Source: an optimization exercise on an open RTL-to-GDS flow (aim: small area, a short achievable clock period and few clock cycles per item). Production flows keep margins and buffers that such runs may drop.
In this exercise RTL edits were held to simulation tests only and were not proved equivalent to the original.

==> umber <==
// rsa_modexp
module rsa_modexp (
    input  logic        clk,
    input  logic        rst_n,
    input  logic        start,
    input  logic        mode,
    input  logic [63:0] msg,
    input  logic [63:0] exp,
    input  logic [63:0] modulus,
    output logic [63:0] result,
    output logic        busy,
    output logic        done
);
clock: 8.0 ns
lec_check: 0
cap_margin: 20
core_margin: 2
core_utilization: 40
setup_slack_margin: 4.5
slew_margin: 20
tns_end_percent: 10
run.sh (not shown) runs the stock make flow with config.mk's settings and CLKGATE_MAP_FILE= SYNTH_SCRIPT=/design/flow/synth_recipe.tcl, a recipe that flattens the netlist after the stock synthesis.
==> juniper (differences from umber) <==
--- a/flow/design.v
+++ b/flow/design.v
@@ -68,34 +68,42 @@
             end
         end
     endgenerate
     logic [3:0] py_q;       
     logic [3:0] ni_q;       
     logic [3:0] vq, qq;
-    assign vq = s_q[3:0] + k_q[3:0] + {3'b000, cl_q} + py_q;
-    assign qq = 4'(vq * ni_q);
+    logic [3:0] v_s, v_c;
+    assign v_s = s_q[3:0] ^ k_q[3:0] ^ py_q;
+    assign v_c = (s_q[3:0] & k_q[3:0]) | (s_q[3:0] & py_q) | (k_q[3:0] & py_q);
+    assign vq  = v_s + {v_c[2:0], cl_q};
+    logic q_b2a, q_b2b, q_c1, q_c2;
+    assign q_c1  = vq[1] & ni_q[1] & vq[0];
+    assign q_b2a = ni_q[1] & vq[1];
+    assign q_b2b = ni_q[2] & vq[0];
+    assign q_c2  = (vq[2] & q_b2a) ^ (vq[2] & q_b2b) ^ (vq[2] & q_c1)
+                 ^ (q_b2a & q_b2b) ^ (q_b2a & q_c1) ^ (q_b2b & q_c1);
+    assign qq[0] = vq[0];
+    assign qq[1] = vq[1] ^ (ni_q[1] & vq[0]);
+    assign qq[2] = vq[2] ^ q_b2a ^ q_b2b ^ q_c1;
+    assign qq[3] = vq[3] ^ (ni_q[1] & vq[2]) ^ (ni_q[2] & vq[1]) ^ (ni_q[3] & vq[0]) ^ q_c2;
     localparam int WT = WA + 4;             
     logic [WT-1:0] r_s, r_c, r_p0, r_p1, r_q0, r_q1;
     logic [WT-1:0] l1_s, l1_c, l2_s, l2_c, l3_s, l3_c, l4_s, l4_c;
     logic [WT-1:0] l1_cs, l2_cs, l3_cs, l4_cs;
-    function automatic logic [WT-1:0] qmul(input logic [1:0] q,
-                                           input logic [63:0] n,
-                                           input logic [65:0] n3);
-        case (q)
-            2'd1:    qmul = WT'(n);
-            2'd2:    qmul = WT'({n, 1'b0});
-            2'd3:    qmul = WT'(n3);
-            default: qmul = '0;
-        endcase
-    endfunction
     assign r_s  = WT'(s_q);
     assign r_c  = WT'(k_q);
     assign r_p0 = WT'({1'b1, p_a[0]});
     assign r_p1 = WT'({1'b1, p_a[1], ng_q[1], ng_q[1]});
-    assign r_q0 = qmul(qq[1:0], n_q, n3_q);
-    assign r_q1 = WT'({qmul(qq[3:2], n_q, n3_q), 2'b00});
+    logic [1:0] q1h, q2h, q3h;    
+    assign q1h = {qq[3:2] == 2'd1, qq[1:0] == 2'd1};
+    assign q2h = {qq[3:2] == 2'd2, qq[1:0] == 2'd2};
+    assign q3h = {qq[3:2] == 2'd3, qq[1:0] == 2'd3};
+    assign r_q0 = WT'(({66{q1h[0]}} & {2'b00, n_q}) | ({66{q2h[0]}} & {1'b0, n_q, 1'b0})
+                    | ({66{q3h[0]}} & n3_q));
+    assign r_q1 = WT'({({66{q1h[1]}} & {2'b00, n_q}) | ({66{q2h[1]}} & {1'b0, n_q, 1'b0})
+                    | ({66{q3h[1]}} & n3_q), 2'b00});
     assign l1_s  = r_s ^ r_c ^ r_p0;
     assign l1_c  = (r_s & r_c) | (r_s & r_p0) | (r_c & r_p0);
     assign l1_cs = {l1_c[WT-2:0], ng_q[0]};
     assign l2_s  = l1_s ^ l1_cs ^ r_p1;
     assign l2_c  = (l1_s & l1_cs) | (l1_s & r_p1) | (l1_cs & r_p1);
     assign l2_cs = {l2_c[WT-2:0], cl_q};
@@ -115,27 +123,18 @@
     logic [W-1:0] add_a, add_b, add_s;
     logic         add_ci;
     logic [W:0]   add_w;
     logic n_idle, n_init, n_r2, n_r2fix, n_mul, n_cpa, n_fix1, n_fsub, n_ffix, n_done;
     logic c_neg_n;
     assign c_neg = c_q[W-1];
-    always_comb begin
-        if (s_cpa) begin
-            add_a  = s_q[W-1:0];
-            add_b  = k_q[W-1:0];
-            add_ci = cl_q;
-        end else if (s_init) begin
-            add_a  = {1'b0, n_q, 1'b0};
-            add_b  = {2'b00, n_q};
-            add_ci = 1'b0;
-        end else begin
-            add_a  = (s_r2 && !(s_r2f && dr)) ? {c_q[W-2:0], 1'b0} : c_q;
-            add_b  = add_use_n ? ({2'b00, n_q} ^ {W{add_inv}}) : '0;
-            add_ci = add_inv;
-        end
-    end
+    logic sa_s, sa_n2, sa_c2, sa_c, sb_k, sb_n, sb_nn;
+    assign add_a  = ({W{sa_s}}  & s_q[W-1:0]) | ({W{sa_n2}} & {1'b0, n_q, 1'b0})
+                  | ({W{sa_c2}} & {c_q[W-2:0], 1'b0}) | ({W{sa_c}} & c_q);
+    assign add_b  = ({W{sb_k}}  & k_q[W-1:0]) | ({W{sb_n}} & {2'b00, n_q})
+                  | ({W{sb_nn}} & ~{2'b00, n_q});
+    assign add_ci = (sa_s & cl_q) | add_inv;
     assign add_w = {add_a, 1'b1} + {add_b, add_ci};
     assign add_s = add_w[W:1];
     logic exp0;       
     logic dr;         
     logic cv_done;    
     assign dr      = n_q[63];
@@ -226,12 +225,19 @@
             s_fsub    <= 1'b0;
             s_ffix    <= 1'b0;
             s_done    <= 1'b0;
             busy      <= 1'b0;
             add_inv   <= 1'b0;
             add_use_n <= 1'b0;
+            sa_s      <= 1'b0;
+            sa_n2     <= 1'b0;
+            sa_c2     <= 1'b0;
+            sa_c      <= 1'b1;
+            sb_k      <= 1'b0;
+            sb_n      <= 1'b0;
+            sb_nn     <= 1'b0;
         end else begin
             s_idle    <= n_idle;
             s_init    <= n_init;
             s_r2      <= n_r2;
             s_r2f     <= s_init;
             s_r2fix   <= n_r2fix;
@@ -241,12 +247,20 @@
             s_fsub    <= n_fsub;
             s_ffix    <= n_ffix;
             s_done    <= n_done;
             busy      <= n_init || (busy && !s_done);
             add_inv   <= (n_r2 && !c_neg_n) || n_fsub;
             add_use_n <= n_r2 || n_fsub || ((n_r2fix || n_fix1 || n_ffix) && c_neg_n);
+            sa_s      <= n_cpa;
+            sa_n2     <= n_init;
+            sa_c2     <= n_r2 && !(s_init && dr);
+            sa_c      <= !n_cpa && !n_init && !(n_r2 && !(s_init && dr));
+            sb_k      <= n_cpa;
+            sb_n      <= n_init || (!((n_r2 && !c_neg_n) || n_fsub)
+                                    && (n_r2 || n_fsub || ((n_r2fix || n_fix1 || n_ffix) && c_neg_n)));
+            sb_nn     <= ((n_r2 && !c_neg_n) || n_fsub);
         end
     end
     assign done = s_done;
     always_ff @(posedge clk) begin
         if (s_idle) begin
             mode_q <= mode;
==> notes <==
Between juniper and umber, the lower synthesized cell count is in juniper (gap about 10%, measured against umber). Against umber, the worst hold slack of juniper is better by 0.011 ns. Between umber and juniper, the lower maximum frequency is in umber (gap 11%, measured against juniper). Of umber and juniper, juniper has the higher routed wire length (gap 3.3%, measured against juniper). Between umber and juniper, the lower first-iteration DRC count is in umber (gap about 3.6%, measured against juniper).
Testbench counts of umber, summed over its fixed seeds: cycles 233,850, ops 192.
Testbench counts of juniper, summed over its fixed seeds: cycles 233,850, ops 192.

-- what the ideal ports hide --
The results above use ideal ports. As a check the final layouts listed here were re-extracted and re-timed, cells and wires unchanged. Step 1, drivers: a clkbuf_16 drives clk and a buf_2 each remaining input, both assumed. Step 2 also shifts input and output timing later by t, the mid clock arrival at the registers, as if the neighbouring blocks saw the same clock. Slacks: ideal ports / drivers / drivers and shift; pairs: ideal ports / drivers.
| run | shift t [ns] | setup slack, ns | slew at the worst register clock pin (ns) | worst slew at a driven data input, ns | pins driven straight from the clock port |
|---|---|---|---|---|---|
| umber | 0.722 | 3.055 / 3.055 / 3.055 | 0.06 / 0.06 | 0.07 | 1 |
| juniper | 0.699 | 3.618 / 3.618 / 3.618 | 0.07 / 0.07 | 0.10 | 1 |
After both steps every run listed still meets setup and hold.
